Background: an optimization exercise with open tools, aiming at small area and few clock cycles per item. Do not read the settings as production practice.
The RTL was checked by simulation tests, not by an equivalence proof against the original design.

// cordic_pipe
module cordic_pipe
#(
    parameter int WIDTH = 32,
    parameter int FRAC  = 15,
    parameter int ITER  = 16,
    parameter int TAG_W = 8
) (
    input  logic             clk,
    input  logic             rst,
    input  logic             in_valid,
    output logic             in_ready,
    input  logic             in_mode,
    input  logic [WIDTH-1:0] in_x,
    input  logic [WIDTH-1:0] in_y,
    input  logic [WIDTH-1:0] in_z,
    input  logic [TAG_W-1:0] in_tag,
    output logic             out_valid,
    input  logic             out_ready,
    output logic [WIDTH-1:0] out_x,
    output logic [WIDTH-1:0] out_y,
    output logic [WIDTH-1:0] out_z,
    output logic [TAG_W-1:0] out_tag
);
    localparam logic [15:0] REG_AFTER = 16'b1111111111111110;
    localparam logic signed [31:0] HP  = cordic_pkg::HALF_PI;
    localparam logic signed [18:0] AT0 = 19'(cordic_pkg::atan_q15(0));
    localparam logic signed [18:0] HP19 = 19'(cordic_pkg::HALF_PI);
    logic en;
    assign en       = !out_valid || out_ready;
    assign in_ready = en;
    logic [31:0] s_xy, d_xy, ns_xy, nd_xy;
    logic        vec, x_neg, y_neg, x_min, z_gt, z_lt, z_neg;
    logic [1:0]  sel;
    logic [31:0] x1, y1;
    logic [18:0] w1;
    logic [14:0] hi1;
    logic [1:0]  hc1;
    cordic_add u_s  (.a(in_x), .b(in_y),  .ci(1'b0), .s(s_xy));
    cordic_add u_d  (.a(in_x), .b(~in_y), .ci(1'b1), .s(d_xy));
    cordic_neg u_ns (.v(s_xy), .n(ns_xy));
    cordic_neg u_nd (.v(d_xy), .n(nd_xy));
    assign vec   = (in_mode == cordic_pkg::CORDIC_VEC);
    assign x_neg = in_x[31];
    assign y_neg = in_y[31];
  ...
==> flow/config.mk <==
export PLATFORM = sky130hd
export DESIGN_NAME = cordic_pipe
export DESIGN_NICKNAME = cordic_pipe
export VERILOG_FILES = /design/flow/design.v
export SDC_FILE = /design/flow/constraint.sdc
export NUM_CORES = 4
export LEC_CHECK = 0
export CAP_MARGIN = 20
export CORE_MARGIN = 2
export CORE_UTILIZATION = 65
export CTS_BUF_LIST = sky130_fd_sc_hd__clkbuf_8
export CTS_CLUSTER_DIAMETER = 55
export CTS_CLUSTER_SIZE = 18
export SLEW_MARGIN = 20
==> flow/constraint.sdc <==
create_clock -name core_clock -period 5.0 [get_ports {clk}]
set_input_delay 1.0000 -clock core_clock [delete_from_list [all_inputs] [get_ports {clk}]]
set_output_delay 1.0000 -clock core_clock [all_outputs]
set_load 0.01 [all_outputs]
run.sh (not shown) runs the stock make flow with config.mk's settings and CLKGATE_MAP_FILE= SYNTH_SCRIPT=/design/flow/synth_recipe.tcl, a recipe that flattens the netlist after the stock synthesis.
The first run finished with timing, DRC and antenna clean.
Testbench counts at the start, summed over its fixed seeds: cycles 3,328, items 3,200.
Edit:
CORE_UTILIZATION = 40   (was 65)
CTS_BUF_LIST = not set   (was sky130_fd_sc_hd__clkbuf_8)
CTS_CLUSTER_DIAMETER = not set   (was 55)
CTS_CLUSTER_SIZE = not set   (was 18)
The new run produced a clean layout; global-route usage is lower by 9.7 points; flip-flop and latch count is unchanged; setup slack loses 0.011 ns.
Edit:
CORE_UTILIZATION = 65   (was 40)
Effect: The new run completed without violations; global-route usage rises by 10 points; die area falls by 38%; fmax hardly moves; cell area falls by 2.5%; wire length falls by 3.4%; clock skew falls by 0.056 ns; area after synthesis does not change; register-to-register slack got worse by 0.02 ns; sequential share of layout area rises by 1.0 points.

---

The RTL this note starts from:
==> flow/design.v <==
package cordic_pkg;
    localparam logic CORDIC_ROT = 1'b0;
    localparam logic CORDIC_VEC = 1'b1;
    localparam logic [31:0] HALF_PI = 32'd51472;
    function automatic logic [31:0] atan_q15(input int i);
        case (i)
            0: atan_q15 = 32'd25736;
            1: atan_q15 = 32'd15193;
            2: atan_q15 = 32'd8027;
            3: atan_q15 = 32'd4075;
            4: atan_q15 = 32'd2045;
            5: atan_q15 = 32'd1024;
            6: atan_q15 = 32'd512;
            7: atan_q15 = 32'd256;
            8: atan_q15 = 32'd128;
            9: atan_q15 = 32'd64;
            10: atan_q15 = 32'd32;
            11: atan_q15 = 32'd16;
            12: atan_q15 = 32'd8;
            13: atan_q15 = 32'd4;
            14: atan_q15 = 32'd2;
            15: atan_q15 = 32'd1;
            default: atan_q15 = 32'd0;
        endcase
    endfunction
endpackage
module cordic_stage
#(
    parameter int SHIFT = 0
) (
    input  logic        mode,
    input  logic [1:0]  hc,
    input  logic [31:0] in_x,
    input  logic [31:0] in_y,
    input  logic [18:0] in_w,
    output logic [31:0] out_x,
    output logic [31:0] out_y,
    output logic [18:0] out_w
);
    localparam logic [18:0] ATAN = 19'(cordic_pkg::atan_q15(SHIFT));
    logic [31:0] x_sh, y_sh;
    logic        z_pos;
    logic        up;
    always_comb begin
        case (hc)
            2'd0:    z_pos = !in_w[18];
            2'd1:    z_pos = !in_w[18] && in_w[17];
            2'd2:    z_pos = 1'b0;
            default: z_pos = 1'b1;
        endcase
    end
    assign up   = (mode == cordic_pkg::CORDIC_VEC) ? in_y[31] : z_pos;
    assign x_sh = $signed(in_x) >>> SHIFT;
    assign y_sh = $signed(in_y) >>> SHIFT;
    cordic_add u_add_x (.a(in_x), .b(y_sh ^ {32{up}}),  .ci(up),  .s(out_x));
    cordic_add u_add_y (.a(in_y), .b(x_sh ^ {32{!up}}), .ci(!up), .s(out_y));
    assign out_w = up ? in_w - ATAN : in_w + ATAN;
endmodule
module cordic_add (
    input  logic [31:0] a,
    input  logic [31:0] b,
    input  logic        ci,
    output logic [31:0] s
);
    logic [5:0][32:0] g;
    logic [5:0][32:0] p;
    assign g[0][0]    = ci;
    assign p[0][0]    = 1'b0;
    assign g[0][32:1] = a & b;
    assign p[0][32:1] = a ^ b;
    for (genvar l = 0; l < 5; l++) begin : g_lvl
        for (genvar i = 0; i <= 32; i++) begin : g_bit
            if ((i >> l) & 1) begin : g_comb
                localparam int J = ((i >> l) << l) - 1;
                assign g[l+1][i] = g[l][i] | (p[l][i] & g[l][J]);
                assign p[l+1][i] = p[l][i] & p[l][J];
            end else begin : g_pass
                assign g[l+1][i] = g[l][i];
                assign p[l+1][i] = p[l][i];
            end
        end
    end
    assign s = p[0][32:1] ^ g[5][31:0];
endmodule
module cordic_neg (
    input  logic [31:0] v,
    output logic [31:0] n
);
    logic [5:0][31:0] o;
    assign o[0] = v;
    for (genvar l = 0; l < 5; l++) begin : g_lvl
        for (genvar i = 0; i < 32; i++) begin : g_bit
            if ((i >> l) & 1) begin : g_comb
                localparam int J = ((i >> l) << l) - 1;
                assign o[l+1][i] = o[l][i] | o[l][J];
            end else begin : g_pass
                assign o[l+1][i] = o[l][i];
            end
        end
    end
    assign n = v ^ {o[5][30:0], 1'b0};
endmodule
module cordic_pipe
#(
    parameter int WIDTH = 32,
    parameter int FRAC  = 15,
    parameter int ITER  = 16,
    parameter int TAG_W = 8
) (
    input  logic             clk,
    input  logic             rst,
    input  logic             in_valid,
    output logic             in_ready,
    input  logic             in_mode,
    input  logic [WIDTH-1:0] in_x,
    input  logic [WIDTH-1:0] in_y,
    input  logic [WIDTH-1:0] in_z,
    input  logic [TAG_W-1:0] in_tag,
    output logic             out_valid,
    input  logic             out_ready,
    output logic [WIDTH-1:0] out_x,
    output logic [WIDTH-1:0] out_y,
    output logic [WIDTH-1:0] out_z,
    output logic [TAG_W-1:0] out_tag
);
    localparam logic [15:0] REG_AFTER = 16'b1111111111111110;
    localparam logic signed [31:0] HP  = cordic_pkg::HALF_PI;
    localparam logic signed [18:0] AT0 = 19'(cordic_pkg::atan_q15(0));
    localparam logic signed [18:0] HP19 = 19'(cordic_pkg::HALF_PI);
    logic en;
    assign en       = !out_valid || out_ready;
    assign in_ready = en;
    logic [31:0] s_xy, d_xy, ns_xy, nd_xy;
    logic        vec, x_neg, y_neg, x_min, z_gt, z_lt, z_neg;
    logic [1:0]  sel;
    logic [31:0] x1, y1;
    logic [18:0] w1;
    logic [14:0] hi1;
    logic [1:0]  hc1;
    cordic_add u_s  (.a(in_x), .b(in_y),  .ci(1'b0), .s(s_xy));
    cordic_add u_d  (.a(in_x), .b(~in_y), .ci(1'b1), .s(d_xy));
    cordic_neg u_ns (.v(s_xy), .n(ns_xy));
    cordic_neg u_nd (.v(d_xy), .n(nd_xy));
    assign vec   = (in_mode == cordic_pkg::CORDIC_VEC);
    assign x_neg = in_x[31];
    assign y_neg = in_y[31];
    assign z_neg = in_z[31];
    assign x_min = (in_x == 32'h8000_0000);
    assign z_gt  = $signed(in_z) > HP;
    assign z_lt  = $signed(in_z) < -HP;
    logic [18:0] zl, w_up, w_dn, w_r2, w_r3;
    assign zl   = {2'b00, in_z[16:0]};
    assign w_up = zl - AT0;
    assign w_dn = zl + AT0;
    assign w_r2 = zl - (HP19 + AT0);
    assign w_r3 = zl + (HP19 + AT0);
    always_comb begin
        if (vec) begin
            if (!x_neg) begin
                sel = y_neg ? 2'd0 : 2'd1;
                w1  = y_neg ? -AT0 : AT0;
            end else if (!y_neg) begin
                sel = x_min ? 2'd1 : 2'd2;
                w1  = x_min ? HP19 - AT0 : HP19 + AT0;
            end else begin
                sel = 2'd3;
                w1  = -HP19 - AT0;
            end
        end else if (z_gt) begin
            sel = 2'd3;
            w1  = w_r2;
        end else if (z_lt) begin
            sel = 2'd2;
            w1  = w_r3;
        end else begin
            sel = z_neg ? 2'd1 : 2'd0;
            w1  = z_neg ? w_dn : w_up;
        end
    end
    always_comb begin
        case (sel)
            2'd0:    begin x1 = d_xy;  y1 = s_xy;  end
            2'd1:    begin x1 = s_xy;  y1 = nd_xy; end
            2'd2:    begin x1 = nd_xy; y1 = ns_xy; end
            default: begin x1 = ns_xy; y1 = d_xy;  end
        endcase
    end
    assign hi1 = vec ? 15'd0 : in_z[31:17];
    always_comb begin
        if (vec || hi1 == 15'd0)  hc1 = 2'd0;
        else if (&hi1)            hc1 = 2'd1;
        else if (hi1[14])         hc1 = 2'd2;
        else                      hc1 = 2'd3;
    end
    logic [ITER:1]             b_v,  a_v;
    logic [ITER:1]             b_m,  a_m;
    logic [ITER:1][1:0]        b_c,  a_c;
    logic [ITER:1][14:0]       b_h,  a_h;
    logic [ITER:1][31:0]       b_x,  a_x;
    logic [ITER:1][31:0]       b_y,  a_y;
    logic [ITER:1][18:0]       b_w,  a_w;
    logic [ITER:1][TAG_W-1:0]  b_t,  a_t;
    assign a_v[1] = in_valid;
    assign a_m[1] = in_mode;
    assign a_c[1] = hc1;
    assign a_h[1] = hi1;
    assign a_x[1] = x1;
    assign a_y[1] = y1;
    assign a_w[1] = w1;
    assign a_t[1] = in_tag;
    for (genvar k = 1; k <= ITER; k++) begin : g_node
        localparam logic REG = (k == 1) ? 1'b1 : REG_AFTER[k-1];
        if (REG) begin : g_reg
            logic             r_v;
            logic             r_m;
            logic [1:0]       r_c;
            logic [14:0]      r_h;
            logic [31:0]      r_x, r_y;
            logic [18:0]      r_w;
            logic [TAG_W-1:0] r_t;
            always_ff @(posedge clk) begin
                if (rst) r_v <= 1'b0;
                else if (en) r_v <= a_v[k];
            end
            always_ff @(posedge clk) begin
                if (en) begin
                    r_m <= a_m[k];
                    r_c <= a_c[k];
                    r_h <= a_h[k];
                    r_x <= a_x[k];
                    r_y <= a_y[k];
                    r_w <= a_w[k];
                    r_t <= a_t[k];
                end
            end
            assign b_v[k] = r_v;
            assign b_m[k] = r_m;
            assign b_c[k] = r_c;
            assign b_h[k] = r_h;
            assign b_x[k] = r_x;
            assign b_y[k] = r_y;
            assign b_w[k] = r_w;
            assign b_t[k] = r_t;
        end else begin : g_wire
            assign b_v[k] = a_v[k];
            assign b_m[k] = a_m[k];
            assign b_c[k] = a_c[k];
            assign b_h[k] = a_h[k];
            assign b_x[k] = a_x[k];
            assign b_y[k] = a_y[k];
            assign b_w[k] = a_w[k];
            assign b_t[k] = a_t[k];
        end
        if (k < ITER) begin : g_rot
            cordic_stage #(.SHIFT(k)) u_stage (
                .mode  (b_m[k]),
                .hc    (b_c[k]),
                .in_x  (b_x[k]),
                .in_y  (b_y[k]),
                .in_w  (b_w[k]),
                .out_x (a_x[k+1]),
                .out_y (a_y[k+1]),
                .out_w (a_w[k+1])
            );
            assign a_v[k+1] = b_v[k];
            assign a_m[k+1] = b_m[k];
            assign a_c[k+1] = b_c[k];
            assign a_h[k+1] = b_h[k];
            assign a_t[k+1] = b_t[k];
        end
    end
    assign out_valid = b_v[ITER];
    assign out_x     = b_x[ITER];
    assign out_y     = b_y[ITER];
    assign out_z     = {b_h[ITER] + {{13{b_w[ITER][18]}}, b_w[ITER][18:17]}, b_w[ITER][16:0]};
    assign out_tag   = b_t[ITER];
endmodule
Settings: LEC_CHECK=0, CAP_MARGIN=20, CORE_MARGIN=2, CORE_UTILIZATION=75, CTS_BUF_LIST=sky130_fd_sc_hd__clkbuf_8, CTS_CLUSTER_DIAMETER=50, CTS_CLUSTER_SIZE=16, SLEW_MARGIN=20; clock period 5.0 ns.
The first run ran to the end with violations: negative setup slack.
Testbench counts at the start, summed over its fixed seeds: cycles 3,328, items 3,200.
Change:
CORE_UTILIZATION = 65   (was 75)
CTS_BUF_LIST = sky130_fd_sc_hd__clkbuf_16   (was sky130_fd_sc_hd__clkbuf_8)
CTS_CLUSTER_DIAMETER = 60   (was 50)
CTS_CLUSTER_SIZE = 24   (was 16)
This time the run passed the timing, design-rule and antenna checks.
Global-route usage fell by 5.6 points.
Fmax rose by 4.5%.
Wire length goes down by 5.6%.
Die area goes up by 15%.
First-iteration DRC count is lower by 21%.
Sequential share of layout area fell by 0.65 points.
Synthesized area is unchanged.
Change:
CTS_BUF_LIST = sky130_fd_sc_hd__clkbuf_8   (was sky130_fd_sc_hd__clkbuf_16)
CTS_CLUSTER_DIAMETER = 50   (was 60)
CTS_CLUSTER_SIZE = 16   (was 24)
What happened:
- utilization decreases by 0.65 points
- maximum frequency decreases by 0.96%
- non-clock buffer count increases by 6

==> separate check: timing with driven ports <==
No port has a modelled driver above. Below, the same layouts with a new extraction and two added sets of constraints.
Step 1, drivers: a clkbuf_16 drives clk and a buf_2 each remaining input, both assumed.
Step 2 moves the port delays by t, midway between the first and last clock arrival at a register: inputs arrive t later, outputs are due t later. That takes back most of the time a late clock gives input paths.
a / b / c = no drivers / after step 1 / after step 2; a / b = the first two.
run | t, ns | slack for setup (ns) | worst register clock-pin slew, ns | worst slew at a driven data input, ns | cell pins on the clock port's net
the first run of note 1 | 1.050 | 0.185 / 0.105 / -0.726 | 0.11 / 0.11 | 0.06 | 1
the second run of note 1 | 0.947 | 0.174 / 0.086 / -0.683 | 0.07 / 0.07 | 0.05 | 1
the third run of note 1 | 0.907 | 0.175 / 0.122 / -0.618 | 0.07 / 0.07 | 0.07 | 1
the first run of note 2 | 1.038 | -0.045 / -0.132 / -0.663 | 0.11 / 0.11 | 0.07 | 1
the second run of note 2 | 0.906 | 0.173 / 0.100 / -0.646 | 0.10 / 0.10 | 0.06 | 1
the third run of note 2 | 1.059 | 0.126 / 0.044 / -0.727 | 0.10 / 0.10 | 0.06 | 1
Met with ideal ports but missed after step 2: setup timing in 5 of these runs. For the first run of note 1, which loses most, drivers alone change the setup slack by -0.080 ns; drivers and shift together by -0.911 ns.
